What follows belongs to an exercise in optimizing a design on an open flow for small area, a short achievable clock period and few clock cycles per item; a production flow would make more cautious choices. The RTL was checked by simulation tests, not by an equivalence proof against the original design.

==> flow/design.v <==
`default_nettype none
package ntt_pkg;
    typedef logic [16-1:0] coef_t;     
    typedef logic [4-1:0]  addr_t;     
    typedef logic [4-2:0]  tw_addr_t;  
    typedef enum logic [1:0] {
        st_idle,
        st_transform,
        st_drain
    } ntt_state_e;
endpackage
`default_nettype wire
`timescale 1ns/1ps
`default_nettype none
module ntt_core (
    input  logic  clk,
    input  logic  reset,
    input  logic  load_w,
    input  logic  load_data,
    input  logic  start,
    input  ntt_pkg::coef_t din,
    output logic  done,
    output logic  dout_valid,
    output ntt_pkg::coef_t dout
);
    localparam logic [1:0] K_NONE = 2'd0, K_BP = 2'd1, K_H = 2'd2, K_TW = 2'd3;
    logic        cw_r, cd_r, cs_r;   
    logic        idle_r;             
    logic        lw_act;             
    logic [3:0]  lw_cnt;             
    logic        cv_act;             
    logic [4:0]  cv_cnt;
    logic        tw_ready;           
    logic [5:0]  ph;                 
    logic        started;            
    logic        spec_ok;            
    logic        rc_act;             
    logic [3:0]  rc;
    logic        rc_ok;              
    logic [15:0] q_r;
    logic [15:0] tw [1:7];
    logic signed [16:0] sl [0:7];    
    logic signed [17:0] sm [8:11];   
    logic        [17:0] sh [12:15];  
    logic        [17:0] bl [0:3];    
    logic signed [17:0] bh [4:7];    
    logic acc_w, acc_d, acc_s, acc_any;
    assign acc_w   = idle_r && cw_r;
    assign acc_d   = idle_r && !cw_r && cd_r;
    assign acc_s   = idle_r && !cw_r && !cd_r && cs_r && ((ph == 6'd17) || (ph == 6'd18));
    assign acc_any = acc_w || acc_d || acc_s;
    logic loading;      
    logic idle;
    assign loading = acc_d || ((ph >= 6'd2) && (ph <= 6'd16));
    assign idle    = !acc_any && !lw_act && !loading && !started;
    logic proceed;      
    logic tx;
    assign proceed = (ph == 6'd18) && (started || acc_s) && spec_ok && !rc_act;
    assign tx      = ((ph >= 6'd19) && (ph <= 6'd39)) || proceed;
    logic        n_lw_act, n_cv_act, n_tw_ready, n_started, n_spec_ok, n_rc_act, n_rc_ok;
    logic [3:0]  n_lw_cnt, n_rc;
    logic [4:0]  n_cv_cnt;
    logic [5:0]  n_ph;
    always_comb begin
        n_lw_act = lw_act; n_lw_cnt = lw_cnt; n_cv_act = cv_act; n_cv_cnt = cv_cnt;
        n_tw_ready = tw_ready; n_ph = ph; n_started = started; n_spec_ok = spec_ok;
        n_rc_act = rc_act; n_rc = rc; n_rc_ok = rc_ok;
        if (acc_w) begin
            n_lw_act = 1'b1; n_lw_cnt = 4'd2; n_cv_act = 1'b0; n_tw_ready = 1'b0;
        end else if (lw_act) begin
            n_lw_cnt = lw_cnt + 4'd1;
            if (lw_cnt == 4'd9) begin
                n_lw_act = 1'b0; n_cv_act = 1'b1; n_cv_cnt = '0;
            end
        end else if (cv_act) begin
            n_cv_cnt = cv_cnt + 5'd1;
            if (cv_cnt == 5'd19) begin
                n_cv_act = 1'b0; n_tw_ready = 1'b1;
            end
        end
        if (acc_d) begin
            n_ph = 6'd2; n_spec_ok = 1'b1; n_rc_act = 1'b0;
        end else begin
            if (ph != 6'd0 && ph < 6'd18) n_ph = ph + 6'd1;
            else if (ph == 6'd18) begin
                if (proceed) n_ph = 6'd19;
            end else if (ph != 6'd0) begin
                n_ph = (ph == 6'd39) ? 6'd0 : ph + 6'd1;
            end
            if (acc_w) n_spec_ok = 1'b0;
            else if (ph >= 6'd10 && ph <= 6'd17 && !tw_ready) n_spec_ok = 1'b0;
            else if (rc_act && rc == 4'd9) n_spec_ok = rc_ok && tw_ready;
            if (acc_w) n_rc_ok = 1'b0;
            if (rc_act) begin
                n_rc = rc + 4'd1;
                if (rc == 4'd9) n_rc_act = 1'b0;
            end else if (ph == 6'd18 && !spec_ok && tw_ready) begin
                n_rc_act = 1'b1; n_rc = '0; n_rc_ok = 1'b1;
            end
        end
        if (acc_s) n_started = 1'b1;
        else if (tx && ph == 6'd39) n_started = 1'b0;
    end
    logic d_load, d_st1, d_st2, d_ph17, d_rot, d_bl0, d_conv, d_xo, d_out, d_oneg, d_oside, d_mside;
    logic d_at18, d_iss, d_usec, d_sub, d_f0;
    logic [1:0] d_om, d_kind, d_osrc, d_uv, d_vv;
    logic [2:0] d_idx, d_tw;
    logic c_load, c_st1, c_st2, c_ph17, c_rot, c_bl0, c_conv, c_xo, c_out, c_oneg, c_oside, c_mside;
    logic c_at18, c_iss, c_usec, c_sub, c_f0;
    logic [1:0] c_om, c_kind, c_osrc, c_uv, c_vv;
    logic [2:0] c_idx, c_tw;
    always_comb begin : decode
        logic n_run;    
        logic [5:0] f, o;
        n_run  = (n_ph >= 6'd19) && (n_ph <= 6'd39);
        d_load = (n_ph >= 6'd2) && (n_ph <= 6'd16);
        d_st1  = (n_ph >= 6'd10) && (n_ph <= 6'd16);
        d_st2  = (n_ph >= 6'd14) && (n_ph <= 6'd16);
        d_ph17 = (n_ph == 6'd17);
        d_rot  = n_rc_act && (n_rc <= 4'd7);
        d_bl0  = (n_ph == 6'd10) || (n_rc_act && n_rc == 4'd0);
        d_conv = n_cv_act && (n_cv_cnt <= 5'd9);
        o      = n_ph - 6'd22;
        d_xo   = n_run && (n_ph >= 6'd22) && (n_ph <= 6'd37);
        d_out  = n_run && (n_ph >= 6'd23) && (n_ph <= 6'd38);
        d_oneg = o[3];
        d_om   = o[2:1];
        d_f0   = (o[2:1] == 2'd0);
        d_oside = o[0];
        f = n_ph - 6'd20;
        d_at18 = 1'b0;
        d_iss = 1'b0; d_kind = K_NONE; d_idx = 3'd0; d_tw = 3'd1; d_usec = 1'b0;
        d_osrc = 2'd0; d_uv = 2'd0; d_vv = 2'd0; d_sub = 1'b1; d_mside = 1'b0;
        if (n_cv_act && (n_cv_cnt >= 5'd10) && (n_cv_cnt <= 5'd16)) begin
            d_iss = 1'b1; d_kind = K_TW; d_idx = 3'(n_cv_cnt - 5'd9); d_tw = 3'(n_cv_cnt - 5'd9);
            d_usec = 1'b1;
        end else if (n_rc_act) begin
            d_osrc = 2'd1; d_sub = 1'b0;
            if (n_rc != 4'd0 && n_rc <= 4'd7 && n_tw_ready) begin
                d_iss = 1'b1; d_kind = K_BP; d_idx = n_rc[2:0]; d_tw = n_rc[2:0];
            end
        end else if (n_ph >= 6'd10 && n_ph <= 6'd17) begin
            if (n_ph != 6'd10 && n_tw_ready) begin
                d_iss = 1'b1; d_kind = K_BP; d_idx = 3'(n_ph - 6'd10); d_tw = 3'(n_ph - 6'd10);
            end
        end else if ((n_ph == 6'd18 || n_run) && n_ph <= 6'd21) begin
            d_osrc = 2'd2; d_uv = n_ph[0] ? 2'd1 : 2'd0; d_vv = 2'd0; d_sub = 1'b0;
            d_mside = !n_ph[1]; d_at18 = (n_ph == 6'd18);
            d_iss = 1'b1; d_kind = K_H; d_idx = 3'(n_ph - 6'd18); d_tw = 3'd4;
        end else if (n_run && ((n_ph >= 6'd22 && n_ph <= 6'd27) || (n_ph >= 6'd30 && n_ph <= 6'd35))) begin
            d_osrc = 2'd2; d_iss = 1'b1; d_mside = f[0];
            case (f[2:1])
                2'd1:    begin d_uv = 2'd2; d_vv = 2'd1; d_sub = 1'b0; d_tw = 3'd2; end
                2'd2:    begin d_uv = 2'd3; d_vv = 2'd2; d_sub = 1'b1; d_tw = 3'd4; end
                default: begin d_uv = 2'd2; d_vv = 2'd1; d_sub = 1'b1; d_tw = 3'd6; end
            endcase
        end
    end
    always_ff @(posedge clk) begin
        c_load <= d_load; c_st1 <= d_st1; c_st2 <= d_st2; c_ph17 <= d_ph17; c_rot <= d_rot;
        c_bl0 <= d_bl0; c_conv <= d_conv; c_xo <= d_xo; c_out <= d_out; c_oneg <= d_oneg;
        c_oside <= d_oside; c_mside <= d_mside; c_at18 <= d_at18; c_iss <= d_iss; c_usec <= d_usec;
        c_sub <= d_sub; c_f0 <= d_f0; c_om <= d_om; c_kind <= d_kind; c_osrc <= d_osrc;
        c_uv <= d_uv; c_vv <= d_vv; c_idx <= d_idx; c_tw <= d_tw;
    end
    function automatic logic signed [19:0] vsel(input logic s, input int i);
        vsel = '0;
        case (i)
            0: vsel = s ? 20'(signed'({1'b0, bl[0]})) : 20'(signed'({1'b0, sh[15]}));
            1: vsel = s ? 20'(signed'({1'b0, bl[1]})) : 20'(signed'({1'b0, sh[14]}));
            2: vsel = s ? 20'(signed'({1'b0, bl[2]})) : 20'(signed'({1'b0, sh[13]}));
            3: vsel = s ? 20'(signed'({1'b0, bl[3]})) : 20'(signed'({1'b0, sh[12]}));
            4: vsel = s ? 20'(bh[4]) : 20'(sm[11]);
            5: vsel = s ? 20'(bh[5]) : 20'(sm[10]);
            6: vsel = s ? 20'(bh[6]) : 20'(sm[9]);
            default: vsel = s ? 20'(bh[7]) : 20'(sm[8]);
        endcase
    endfunction
    logic [15:0] qq;
    assign qq = q_r;
    logic signed [17:0] st1_a;       
    logic signed [17:0] st1_d;       
    logic        [18:0] st2_s0;
    logic signed [18:0] st2_s1;
    assign st1_a  = 18'(sm[8]) + 18'(sl[0]);
    assign st1_d  = 18'(sm[8]) - 18'(sl[0]);
    assign st2_s0 = 19'(sh[12]) + 19'(st1_a);
    assign st2_s1 = signed'({1'b0, sh[12]}) - 19'(st1_a);
    logic signed [19:0] op_u, op_v;
    logic [18:0] op_a;
    always_comb begin
        case (c_osrc)
            2'd0:    begin op_u = 20'(sm[8]); op_v = 20'(sl[0]); end
            2'd1:    begin op_u = 20'(sl[7]); op_v = '0; end
            default: begin
                case (c_uv)
                    2'd0:    op_u = vsel(c_mside, 7);
                    2'd1:    op_u = vsel(c_mside, 6);
                    2'd2:    op_u = vsel(c_mside, 5);
                    default: op_u = vsel(c_mside, 1);
                endcase
                case (c_vv)
                    2'd1:    op_v = vsel(c_mside, 7);
                    2'd2:    op_v = vsel(c_mside, 3);
                    default: op_v = '0;
                endcase
            end
        endcase
    end
    assign op_a = 19'(op_u + (op_v ^ {20{c_sub}}) + 20'(c_sub) + (c_bl0 ? 20'(qq) : 20'({qq, 2'b00})));
    logic [34:0] mm_t;               
    logic [18:0] mm_x;
    logic [15:0] mm_w;
    logic [34:0] mm_p;
    assign mm_x = c_usec ? 19'(dout) : op_a;
    assign mm_w = tw[c_tw];
    logic [20:0] mm_x3;
    assign mm_x3 = {2'b0, mm_x} + {1'b0, mm_x, 1'b0};
    always_comb begin : mult
        logic [20:0] row;
        mm_p = '0;
        for (int j = 0; j < 8; j++) begin
            case (mm_w[2*j +: 2])
                2'd0:    row = '0;
                2'd1:    row = {2'b0, mm_x};
                2'd2:    row = {1'b0, mm_x, 1'b0};
                default: row = mm_x3;
            endcase
            mm_p = mm_p + (35'(row) << (2*j));
        end
    end
    logic [23:0] mm_u;               
    logic        mm_va, mm_vb;
    logic [1:0]  mm_ka, mm_kb;
    logic [2:0]  mm_ia, mm_ib;
    logic [15:0] mm_r;               
    logic [16:0] mm_f;               
    logic        [17:0] t_sum;       
    logic signed [17:0] t_dif;       
    assign t_sum = bl[mm_ib[1:0]] + {2'b0, mm_r};
    assign t_dif = signed'(bl[mm_ib[1:0]]) - signed'({2'b0, mm_r});
    logic [11:0] qh;
    assign qh = qq[15:4];
    logic [13:0] qh3;
    assign qh3 = {2'b0, qh} + {1'b0, qh, 1'b0};
    function automatic logic [13:0] qsel(input logic [1:0] d);
        case (d)
            2'd0:    qsel = '0;
            2'd1:    qsel = {2'b0, qh};
            2'd2:    qsel = {1'b0, qh, 1'b0};
            default: qsel = qh3;
        endcase
    endfunction
    function automatic logic [20:0] mstep(input logic [24:0] u);
        logic [3:0] m;
        m = 4'(-u[3:0]);
        mstep = 21'(u[24:4]) + 21'(u[3:0] != 4'd0) + 21'(qsel(m[1:0])) + 21'({qsel(m[3:2]), 2'b0});
    endfunction
    logic [16:0] ub1, ub2, ub3;
    logic [23:0] vb;
    always_comb begin : mont_b
        ub1 = 17'(mstep(25'(mm_t[19:0])));
        ub2 = 17'(mstep(25'(ub1)));
        ub3 = 17'(mstep(25'(ub2)));
        vb  = 24'(ub3) + {1'b0, mm_t[34:20], 8'b0};
    end
    logic [19:0] uc4;
    logic [16:0] uc5;
    logic [17:0] rd;
    always_comb begin : mont_c
        uc4 = 20'(mstep(25'(mm_u)));
        uc5 = 17'(mstep(25'(uc4)));
        mm_f = uc5;
        rd = {1'b0, uc5} - {2'b0, qq};
        mm_r = rd[17] ? uc5[15:0] : rd[15:0];
    end
    logic signed [20:0] o_e1, o_e2, o_f1, o_f2;
    logic signed [20:0] x_n, x_r;
    always_comb begin
        o_e1 = c_om[0] ? 21'(vsel(c_oside, 4)) : 21'(vsel(c_oside, 0));
        o_e2 = c_om[0] ? 21'(vsel(c_oside, 6)) : 21'(vsel(c_oside, 2));
        o_f1 = c_f0 ? 21'(vsel(c_oside, 1)) : 21'(mm_f);
        o_f2 = c_f0 ? 21'(vsel(c_oside, 3)) : 21'(0);
        x_n  = o_e1 + (o_e2 ^ {21{c_om[1]}}) + (o_f1 ^ {21{c_oneg}}) + (o_f2 ^ {21{c_oneg}})
               + 21'(c_om[1]) + 21'({c_oneg, 1'b0});
    end
    function automatic logic [21:0] csub(input logic [21:0] u, input logic [21:0] k);
        logic [22:0] d;
        d = {1'b0, u} - {1'b0, k};
        csub = d[22] ? u : d[21:0];
    endfunction
    logic signed [20:0] red_in;
    logic [15:0] red_out;
    assign red_in = c_conv ? signed'({1'b0, dout, 4'b0}) : x_r;
    always_comb begin : red5
        logic [21:0] u;
        u = 22'(red_in[20] ? 20'(red_in) + {qq, 4'b0} : 20'(red_in));
        u = csub({2'b0, u[19:0]}, {3'b0, qq, 3'b0});
        u = csub({2'b0, u[19:0]}, {4'b0, qq, 2'b0});
        u = csub({3'b0, u[18:0]}, {5'b0, qq, 1'b0});
        u = csub({4'b0, u[17:0]}, {6'b0, qq});
        red_out = u[15:0];
    end
    always_ff @(posedge clk or posedge reset) begin
        if (reset) begin
            cw_r <= 1'b0; cd_r <= 1'b0; cs_r <= 1'b0; idle_r <= 1'b0;
            lw_act <= 1'b0; lw_cnt <= '0;
            cv_act <= 1'b0; cv_cnt <= '0; tw_ready <= 1'b0;
            ph <= '0; started <= 1'b0; spec_ok <= 1'b0;
            rc_act <= 1'b0; rc <= '0; rc_ok <= 1'b0;
            mm_va <= 1'b0; mm_vb <= 1'b0;
            done <= 1'b0; dout_valid <= 1'b0;
        end else begin
            cw_r <= load_w; cd_r <= load_data; cs_r <= start; idle_r <= idle;
            done       <= tx && (ph == 6'd22);
            dout_valid <= tx && (ph >= 6'd23) && (ph <= 6'd38);
            lw_act <= n_lw_act; lw_cnt <= n_lw_cnt; cv_act <= n_cv_act; cv_cnt <= n_cv_cnt;
            tw_ready <= n_tw_ready; ph <= n_ph; started <= n_started; spec_ok <= n_spec_ok;
            rc_act <= n_rc_act; rc <= n_rc; rc_ok <= n_rc_ok;
            mm_va <= c_iss && (!c_at18 || proceed) && !acc_w && !acc_d;
            mm_vb <= mm_va && !acc_w && !acc_d;
        end
    end
    always_ff @(posedge clk) begin
        mm_t  <= mm_p;
        mm_ka <= c_kind; mm_ia <= c_idx;
        mm_u  <= vb;
        mm_kb <= mm_ka; mm_ib <= mm_ia;
        x_r   <= x_n;
        if (mm_vb) begin
            case (mm_kb)
                K_BP: begin
                    for (int j = 0; j < 4; j++) begin
                        if (mm_ib[1:0] == 2'(j)) begin
                            if (!mm_ib[2]) bl[j] <= {2'b0, mm_r};
                            else begin
                                bl[j]     <= (j == 0) ? t_sum : {1'b0, t_sum[16:0]};
                                bh[j + 4] <= (j == 0) ? t_dif : {t_dif[16], t_dif[16:0]};
                            end
                        end
                    end
                end
                default: ;
            endcase
        end
        if (lw_act && lw_cnt <= 4'd8) tw[3'(lw_cnt - 4'd1)] <= din;
        else if (mm_vb && mm_kb == K_TW) tw[mm_ib] <= mm_r;
        if (lw_act && lw_cnt == 4'd9) q_r <= din;
        if (lw_act && lw_cnt == 4'd9) dout <= 16'd1;
        else if (c_conv || c_out) dout <= red_out;
        if (c_load || acc_d) begin
            sl[0] <= signed'({1'b0, din});
            for (int k = 1; k < 8; k++) sl[k] <= sl[k - 1];
            sm[8] <= 18'(sl[7]);
            for (int k = 9; k < 12; k++) sm[k] <= sm[k - 1];
            sh[12] <= 18'(sm[11]);
            for (int k = 13; k < 16; k++) sh[k] <= sh[k - 1];
            if (c_st1) begin
                sl[1] <= 17'(st1_d);
                sm[9] <= st1_a;
            end
            if (c_st2) begin
                sh[13] <= 18'(st2_s0);
                sm[9]  <= 18'(st2_s1);
            end
        end else if (c_ph17) begin
            sl[0]  <= 17'(st1_d);
            sm[8]  <= 18'(st2_s1);
            sh[12] <= 18'(st2_s0);
        end else if (c_rot) begin
            sl[0] <= sl[7];
            for (int k = 1; k < 8; k++) sl[k] <= sl[k - 1];
        end
        if (c_bl0) bl[0] <= 18'(op_a);
        if (mm_vb && mm_kb == K_H) begin
            case (mm_ib[1:0])
                2'd0: sm[8]  <= 18'(mm_r);
                2'd1: sm[9]  <= 18'(mm_r);
                2'd2: bh[7]  <= 18'(mm_r);
                default: bh[6] <= 18'(mm_r);
            endcase
        end
    end
endmodule
`default_nettype wire
==> flow/flow/run.sh <==
#!/bin/bash
set -euo pipefail
cd "$(dirname "$0")/.."
bash standard.sh "BUFFER_PORTS_ARGS=-buffer_cell sky130_fd_sc_hd__buf_2" finish > make_finish.log 2>&1
==> flow/standard.sh <==
#!/bin/bash
# synth_recipe.tcl (not shown) runs the flow's synth.tcl, then flattens the netlist and writes it again
# the make line also repeats each setting of config.mk as NAME=value (left out here)
make -C /OpenROAD-flow-scripts/flow DESIGN_CONFIG=/design/flow/config.mk WORK_HOME=/design/flow/orfs CLKGATE_MAP_FILE= SYNTH_SCRIPT=/design/flow/synth_recipe.tcl "${@:-finish}"
==> flow/config.mk <==
export PLATFORM = sky130hd
export DESIGN_NAME = ntt_core
export DESIGN_NICKNAME = ntt_core
export VERILOG_FILES = /design/flow/design.v
export SDC_FILE = /design/flow/constraint.sdc
export NUM_CORES = 4
export LEC_CHECK = 0
export CAP_MARGIN = 20
export CORE_MARGIN = 2
export CORE_UTILIZATION = 40
export CTS_CLUSTER_DIAMETER = 150
export CTS_CLUSTER_SIZE = 20
export SLEW_MARGIN = 20
==> flow/constraint.sdc <==
create_clock -name core_clock -period 95.0 [get_ports {clk}]
set_input_delay 19.0000 -clock core_clock [delete_from_list [all_inputs] [get_ports {clk}]]
set_output_delay 19.0000 -clock core_clock [all_outputs]
set_load 0.01 [all_outputs]
==> reports/summary.txt, run 1 <==
======================================================================================
Run status                                                    timing/DRC/antenna clean
Synth top area share                                                             24.2%
Clock slew at the register clock pins of the worst setup and hold paths          90 ps
Post-CTS repair timing setup buffer count                                            0
Cell count after synthesis                                                       6,265
Slew at the pin closest to its max-slew limit                                  1340 ps
CTS root buf                                                              sky130_fd_sc_hd__clkbuf_16
R2r endpoint                                                              dout[14]$_SDFFE_PP0P_
Placer Congestion                                                                0.962
IO Count                                                                            39
R2r setup slk                                                                80,140 ps
Syn Area/Cell                                                                9.41 um^2
Final Hold Violating Endpoints                                                       0
Placeable Area                                                              0.146 mm^2
Remaining DRCs                                                                       0
RSZ-0062 raised after global routing                                             false
First-pass GRT wire length                                                  297,000 um
Met3 wire length                                                             18,100 um
Finished Cell Area                                                         0.0629 mm^2
Starting density of the core                                                     40.4%
Path type of the worst setup path                                         flip-flop to primary output
Flop and latch count out of synthesis                                              720
Number of antenna violations at the first check in global routing                   18
Number of buffers on the longest clock path                                          3
Number of setup violations in the final report                                       0
Hold path start                                                           mm_ia[1]$_DFF_P_
Number of buffers created by CTS                                                    43
Deepest level of the CTS H-tree                                                      2
Horiz. Die Dim                                                                  388 um
HPWL reported at the end of detailed placement                              154,000 um
Top sig layer                                                                     met5
Wire length on met1                                                          86,300 um
Fraction of the yosys area taken by sequential cells                             32.8%
Dominant cells by area after synthesis                                    sky130_fd_sc_hd__edfxtp_1 (24%), sky130_fd_sc_hd__ha_1 (9.9%), sky130_fd_sc_hd__fa_1 (8.4%)
Number of routed nets with antenna violations                                        0
Detailed router's first-iteration violation count                                5,784
Hold/Removal Path Class                                                   flip-flop to flip-flop
Post-Route Skew                                                                64.1 ps
Sequence of cells on the critical path                                           buf_2
Maximum net fanout on the critical path                                              4
Number of enable-type register cells in the synthesized netlist                    475
Post-synthesis async set-or-reset flop share                                     4.72%
Max stage delay on crit path                                                    400 ps
Count of standard-cell rows                                                        140
Total count of max-transition violations in the final report                         0
Final #Nets                                                                      6,918
Element type at the critical path end                                     primary output
Highest achievable clock rate                                               0.0494 GHz
Detailed-routing iteration count for the pre-antenna-repair pass                     7
Dpl cells                                                                        8,054
Post-place instance area                                                   0.0616 mm^2
Post-route core utilization                                                      43.1%
Worst path depth                                                                     1
Top delay family on crit path                                               flip-flops
Overall track demand over capacity in global routing                             26.1%
Biggest area consumer among synthesized cells                             sky130_fd_sc_hd__edfxtp_1
Critical Path Slowest Stage Cell                                          sky130_fd_sc_hd__dfxtp_1
Worst Hold Slack                                                                332 ps
Number of port buffers                                                              38
Number of standard cells in the final layout excluding fillers                   8,147
Share of the clock period used by the worst path                                 21.3%
TritonCTS clock tree                                                              done
Via count of the first global-routing pass                                      44,900
Yosys synthesis warning count                                                        6
Worst Hold Path Cells                                                                0
Area growth from synthesis to layout                                             6.71%
Die Footprint                                                               0.150 mm^2
Share of final-layout standard cells stronger than drive strength 1              8.46%
Worst Hold End                                                            mm_ib[1]$_DFF_P_
Time the worst path needs with I/O delays and setup                          20,250 ps
Post-cts sizing count                                                                0
Met2 wire len                                                                87,800 um
Layout fillers                                                                  14,100
Remaining Overflow, GRT                                                              0
Start of the worst register-to-register path                              c_conv$_DFF_P_
Dominant register cell in the synthesized netlist                         sky130_fd_sc_hd__edfxtp_1
Total of hold buffers inserted after clock tree synthesis                            0
Detailed-route via count                                                        47,900
Worst skew pair latency                                                         670 ps
Data required time of the worst path                                         76,000 ps
Logic depth of the worst register-to-register path                                  63
Netlist area before placement                                              0.0590 mm^2
Nature of the critical path startpoint                                       flip-flop
Num Clock Sinks                                                                    720
Distinct cell type count of the synthesized netlist                                 93
Total detailed-routing wirelength                                           202,000 um
Critical Path AT                                                               1250 ps
Setup TNS                                                                         0 ps
Total buffers and inverters traversed by the critical path                           1
Via-per-instance ratio                                                            5.88
Reported max-cap violation count                                                     0
Synth Net Count                                                                  7,001
Maximum number of pins on one net before global-route repair                        82
Y dimension of the die                                                          388 um
Headroom to the max-slew limit                                                   10.0%
Average wire per cell in the routed design                                     24.8 um
======================================================================================
kinds of logic (layout without fill, tap and decap cells):
group	after synthesis	in the layout	share of synthesized area (%)
muxes	382	382	8.29
xor gates and xnor gates	416	416	6.23
and+or+nand+nor	1476	1476	11.0
adders and majority gates	715	715	18.3
buffers and inverters	845	795	5.43
DFF	720	720	32.8
other	0	15	0
AOI/OAI and AO/OA	1711	1711	17.9
layer usage:
metal	vias up	GRT usage, %
met3	341	3.94
li1	22100	-
met1	23200	36.7
met5	-	0.0319
met4	8	10.7
met2	2290	40.1
worst max path at each step:
stage | slack (ps) | from | end
floorplan | 75250 | reset | cd_r$_DFF_PP0_
global placement | 75230 | din[2] | tw[1][2]$_DFFE_PP_
detailed placement | 75210 | din[3] | tw[1][3]$_DFFE_PP_
CTS | 74730 | dout[1]$_SDFFE_PP0P_ | dout[1]
global route | 74690 | dout[0]$_SDFFE_PP1P_ | dout[0]
finish | 74750 | dout[1]$_SDFFE_PP0P_ | dout[1]
through the flow:
step                setup WS, ps
floorplan                  75250
global placement           75230
detailed placement         75210
CTS                        74730
global route               74690
finish                     74750
cell usage after synthesis, types with 76 or more instances:
library cell / instances
sky130_fd_sc_hd__ha_1: 467
sky130_fd_sc_hd__o21ai_0: 414
sky130_fd_sc_hd__a21o_1: 94
sky130_fd_sc_hd__dfxtp_1: 211
sky130_fd_sc_hd__clkbuf_1: 273
sky130_fd_sc_hd__inv_1: 521
sky130_fd_sc_hd__xnor2_1: 286
sky130_fd_sc_hd__edfxtp_1: 475
sky130_fd_sc_hd__a21oi_1: 519
sky130_fd_sc_hd__o22ai_1: 84
sky130_fd_sc_hd__fa_1: 248
sky130_fd_sc_hd__mux2_2: 127
sky130_fd_sc_hd__o21bai_1: 76
sky130_fd_sc_hd__xor2_1: 128
sky130_fd_sc_hd__nor2_1: 500
sky130_fd_sc_hd__a22oi_1: 104
sky130_fd_sc_hd__a211oi_1: 96
sky130_fd_sc_hd__mux2i_1: 181
sky130_fd_sc_hd__nand2_1: 570
sequential cells by signal (all words and copies together), names as in the netlist, 3 cells and up, named ones only:
signal and cells:
bl 69, dout 16, tw 112, cv_cnt 5, sm 72, sl 136, mm_ia 3, ph 6
x_r 21, bh 71, q_r 16, mm_ib 3, c_idx 3, sh 72, rc 4, mm_t 35
mm_u 24, lw_cnt 4
cells in the final DEF (no fill, tap or decap), types with 96 or more instances in the layout:
cell                       count
sky130_fd_sc_hd__inv_1       521
sky130_fd_sc_hd__a211oi_1     96
sky130_fd_sc_hd__xor2_1      128
sky130_fd_sc_hd__nor2_1      494
sky130_fd_sc_hd__fa_1        248
sky130_fd_sc_hd__mux2i_1     178
sky130_fd_sc_hd__dfxtp_1     202
sky130_fd_sc_hd__ha_1        467
sky130_fd_sc_hd__a22oi_1     104
sky130_fd_sc_hd__edfxtp_1    475
sky130_fd_sc_hd__mux2_2      127
sky130_fd_sc_hd__nand2_1     570
sky130_fd_sc_hd__xnor2_1     284
sky130_fd_sc_hd__a21oi_1     513
sky130_fd_sc_hd__o21ai_0     413
sky130_fd_sc_hd__buf_4       154
area by class of cell:
cell class / count / area [um^2] / share of cell area [%]
Multi-Input combinational cell: 4700 / 36500 / 58.0
Timing Repair Buffer: 192 / 1350 / 2.14
Sequential cell: 720 / 19400 / 30.8
Inverter: 525 / 1980 / 3.14
Antenna cell: 15 / 37.5 / 0.0597
Clock inverter: 5 / 70.1 / 0.111
Tap cell: 1917 / 2400 / 3.81
Clock buffer: 73 / 1210 / 1.92
Testbench counts, summed over its fixed seeds: cycles 5,296, items 128.
==> inputs of run 2 (changes only) <==
--- a/flow/design.v
+++ b/flow/design.v
@@ -57,3 +57,4 @@
     logic tx;
-    assign proceed = (ph == 6'd18) && (started || acc_s) && spec_ok && !rc_act;
+    assign proceed = (ph == 6'd18) && (started || acc_s)
+                     && ((spec_ok && !rc_act) || (rc_act && rc == 4'd8 && rc_ok && tw_ready));
     assign tx      = ((ph >= 6'd19) && (ph <= 6'd39)) || proceed;
@@ -136,5 +137,5 @@
             d_usec = 1'b1;
-        end else if (n_rc_act) begin
+        end else if (n_rc_act && n_rc <= 4'd7) begin
             d_osrc = 2'd1; d_sub = 1'b0;
-            if (n_rc != 4'd0 && n_rc <= 4'd7 && n_tw_ready) begin
+            if (n_rc != 4'd0 && n_tw_ready) begin
                 d_iss = 1'b1; d_kind = K_BP; d_idx = n_rc[2:0]; d_tw = n_rc[2:0];
==> reports/summary.txt, run 2 <==
======================================================================================
Highest achievable clock rate                                               0.0493 GHz
CTS root buf                                                              sky130_fd_sc_hd__clkbuf_16
Slew at the pin closest to its max-slew limit                                  1270 ps
Path type of the worst setup path                                         flip-flop to primary output
Flop and latch count out of synthesis                                              720
Register bank with the most flops                                                   sl
HPWL reported at the end of detailed placement                              149,000 um
RSZ-0062 raised after global routing                                             false
Largest register FFs                                                               136
Detailed-routing iteration count for the pre-antenna-repair pass                     6
Count of standard-cell rows                                                        140
Total buffers and inverters traversed by the critical path                           1
Post-Route Skew                                                                46.4 ps
Detailed router's first-iteration violation count                                4,997
Yosys synthesis warning count                                                        6
IO Count                                                                            39
Share of the clock period used by the worst path                                 21.4%
Final #Nets                                                                      6,893
Critical Path Slowest Stage Cell                                          sky130_fd_sc_hd__dfxtp_1
Post-cts sizing count                                                                0
Horiz. Die Dim                                                                  388 um
Distinct cell type count of the synthesized netlist                                 91
TritonCTS clock tree                                                              done
Remaining DRCs                                                                       0
Post-synthesis async set-or-reset flop share                                     4.72%
Run status                                                    timing/DRC/antenna clean
Placer Congestion                                                                0.932
Element type at the critical path end                                     primary output
Clock slew at the register clock pins of the worst setup and hold paths          90 ps
Netlist area before placement                                              0.0590 mm^2
Maximum net fanout on the critical path                                              4
Number of standard cells in the final layout excluding fillers                   8,109
Number of buffers on the longest clock path                                          3
Time the worst path needs with I/O delays and setup                          20,300 ps
Deepest level of the CTS H-tree                                                      2
Worst Hold Slack                                                                331 ps
Y dimension of the die                                                          388 um
Share of final-layout standard cells stronger than drive strength 1              8.27%
Maximum number of pins on one net before global-route repair                        78
Cell count after synthesis                                                       6,243
Die Footprint                                                               0.151 mm^2
Dpl cells                                                                        8,027
Total count of max-transition violations in the final report                         0
Final Hold Violating Endpoints                                                       0
Synth top area share                                                             24.2%
Average wire per cell in the routed design                                     23.9 um
Hold/Removal Path Class                                                   flip-flop to flip-flop
Total of hold buffers inserted after clock tree synthesis                            0
Registers with the most flip-flops                                        sl (136), tw (112)
Synth Net Count                                                                  6,981
Detailed-route via count                                                        47,800
Via-per-instance ratio                                                            5.90
Headroom to the max-slew limit                                                   14.6%
Starting density of the core                                                     40.4%
Worst skew pair latency                                                         680 ps
Data required time of the worst path                                         76,000 ps
Top delay family on crit path                                               flip-flops
Number of port buffers                                                              38
Dominant register cell in the synthesized netlist                         sky130_fd_sc_hd__edfxtp_1
Most used standard cell by instance count after synthesis                 sky130_fd_sc_hd__nand2_1
Critical Path AT                                                               1300 ps
Fraction of the yosys area taken by sequential cells                             32.8%
Number of antenna violations at the first check in global routing                   15
Area growth from synthesis to layout                                             6.79%
Most common cell after layout, fill and taps aside                        sky130_fd_sc_hd__nand2_1
Number of enable-type register cells in the synthesized netlist                    475
Sequence of cells on the critical path                                           buf_2
Total detailed-routing wirelength                                           194,000 um
Via count of the first global-routing pass                                      44,900
Setup TNS                                                                         0 ps
Placeable Area                                                              0.146 mm^2
Leading cell types in the layout, fill and taps excluded                  sky130_fd_sc_hd__nand2_1 (546), sky130_fd_sc_hd__a21oi_1 (502), sky130_fd_sc_hd__inv_1 (497)
Biggest area consumer among synthesized cells                             sky130_fd_sc_hd__edfxtp_1
Dominant cells by area after synthesis                                    sky130_fd_sc_hd__edfxtp_1 (24%), sky130_fd_sc_hd__ha_1 (9.9%), sky130_fd_sc_hd__fa_1 (8.4%)
Remaining Overflow, GRT                                                              0
Syn Area/Cell                                                                9.46 um^2
Reported max-cap violation count                                                     0
Number of setup violations in the final report                                       0
Layout fillers                                                                  14,200
R2r setup slk                                                                80,140 ps
First-pass GRT wire length                                                  290,000 um
Post-CTS repair timing setup buffer count                                            0
Overall track demand over capacity in global routing                             25.0%
Nature of the critical path startpoint                                       flip-flop
Num Clock Sinks                                                                    720
Max stage delay on crit path                                                    460 ps
Number of routed nets with antenna violations                                        0
Most numerous cell types in the synthesized netlist                       sky130_fd_sc_hd__nand2_1 (546), sky130_fd_sc_hd__a21oi_1 (508), sky130_fd_sc_hd__inv_1 (498), sky130_fd_sc_hd__edfxtp_1 (475), sky130_fd_sc_hd__ha_1 (469)
Number of buffers created by CTS                                                    43
======================================================================================
run 2: cell count changes in the layout (fill, tap and decap cells not counted), moves of 15 or more:
cell	previous run	this run
sky130_fd_sc_hd__nor2_1	494	450
sky130_fd_sc_hd__mux2_2	127	109
sky130_fd_sc_hd__a31oi_1	42	27
sky130_fd_sc_hd__a211oi_1	96	80
sky130_fd_sc_hd__mux2i_1	178	200
sky130_fd_sc_hd__inv_1	521	497
sky130_fd_sc_hd__nand2_1	570	546
sky130_fd_sc_hd__o22ai_1	84	134
sky130_fd_sc_hd__a22oi_1	104	87
run 2: area by class of cell:
class	instances	area, um^2	share of cell area, %
multi-input cells	4691	36700	58.2
flip-flops and latches	720	19400	30.7
inverters	503	1890	3.00
repair buffers	196	1380	2.18
clock buffers	72	1190	1.90
diodes	3	7.51	0.0119
clock inverters	7	130	0.206
well taps	1917	2400	3.80
run 2: metal layers:
metal  track usage, %  vias up  routed length (um)
met5                0        -                  97
met4             6.53       14                5110
met3             4.72      249               18800
met2             38.0     2131               83300
met1             36.4    23300               86300
li1                 -    22100                   -
run 2: stage by stage:
step                      utilization, %  setup slack [ps]  cell area, um^2
final                               43.2             74700            63000
after global routing                43.2             74700            63000
after CTS                           43.1             74710            63000
after detailed placement            42.2             75220            61700
after global placement              42.2             75270            61700
after floorplan                        -             75250            59000
run 2: cells by family after synthesis:
| group | after synthesis | share of synthesized area [%] |
|---|---|---|
| buffers and inverters | 832 | 5.34 |
| DFF | 720 | 32.8 |
| AOI/OAI and AO/OA | 1738 | 18.3 |
| and+or+nand+nor | 1443 | 10.9 |
| xor gates and xnor gates | 411 | 6.12 |
| adders and majority gates | 717 | 18.3 |
| muxes | 382 | 8.22 |
run 2: worst paths after layout:
path                                      startpoint                     to  depth (start not counted)
worst min-delay path                mm_ia[1]$_DFF_P_       mm_ib[1]$_DFF_P_                          0
worst min register to register      mm_ia[1]$_DFF_P_       mm_ib[1]$_DFF_P_                          0
min in group asynchronous                      reset  lw_cnt[1]$_DFFE_PP0P_                          3
worst max-delay path            dout[0]$_SDFFE_PP1P_                dout[0]                          1
max in group asynchronous                      reset       rc_act$_DFF_PP0_                          3
worst max register to register        c_conv$_DFF_P_   dout[6]$_SDFFE_PP0P_                         56
Testbench counts of run 2, summed over its fixed seeds: cycles 5,280, items 128.

[static timing again, ports no longer ideal]
How much do the figures lean on ideal ports? The routed layouts below were timed once more, with nothing changed but the port constraints. Step 1: set_driving_cell puts a clkbuf_16 on clk and a buf_2 on each other input, an assumption about the parent block. Step 2 also shifts input and output timing later by t, the mid clock arrival at the registers, as if the neighbouring blocks saw the same clock. Slacks: ideal / step 1 / step 2; pairs: ideal / step 1.
| run | t (ns) | setup slack, ns | slew at the worst register clock pin (ns) | worst slew at a driven data input, ns | pins driven straight from the clock port |
|---|---|---|---|---|---|
| run 1 | 0.711 | 74.745 / 74.670 / 75.140 | 0.11 / 0.11 | 0.07 | 1 |
| run 2 | 0.732 | 74.698 / 74.624 / 75.152 | 0.10 / 0.10 | 0.08 | 1 |
After both steps every run listed still meets setup and hold.
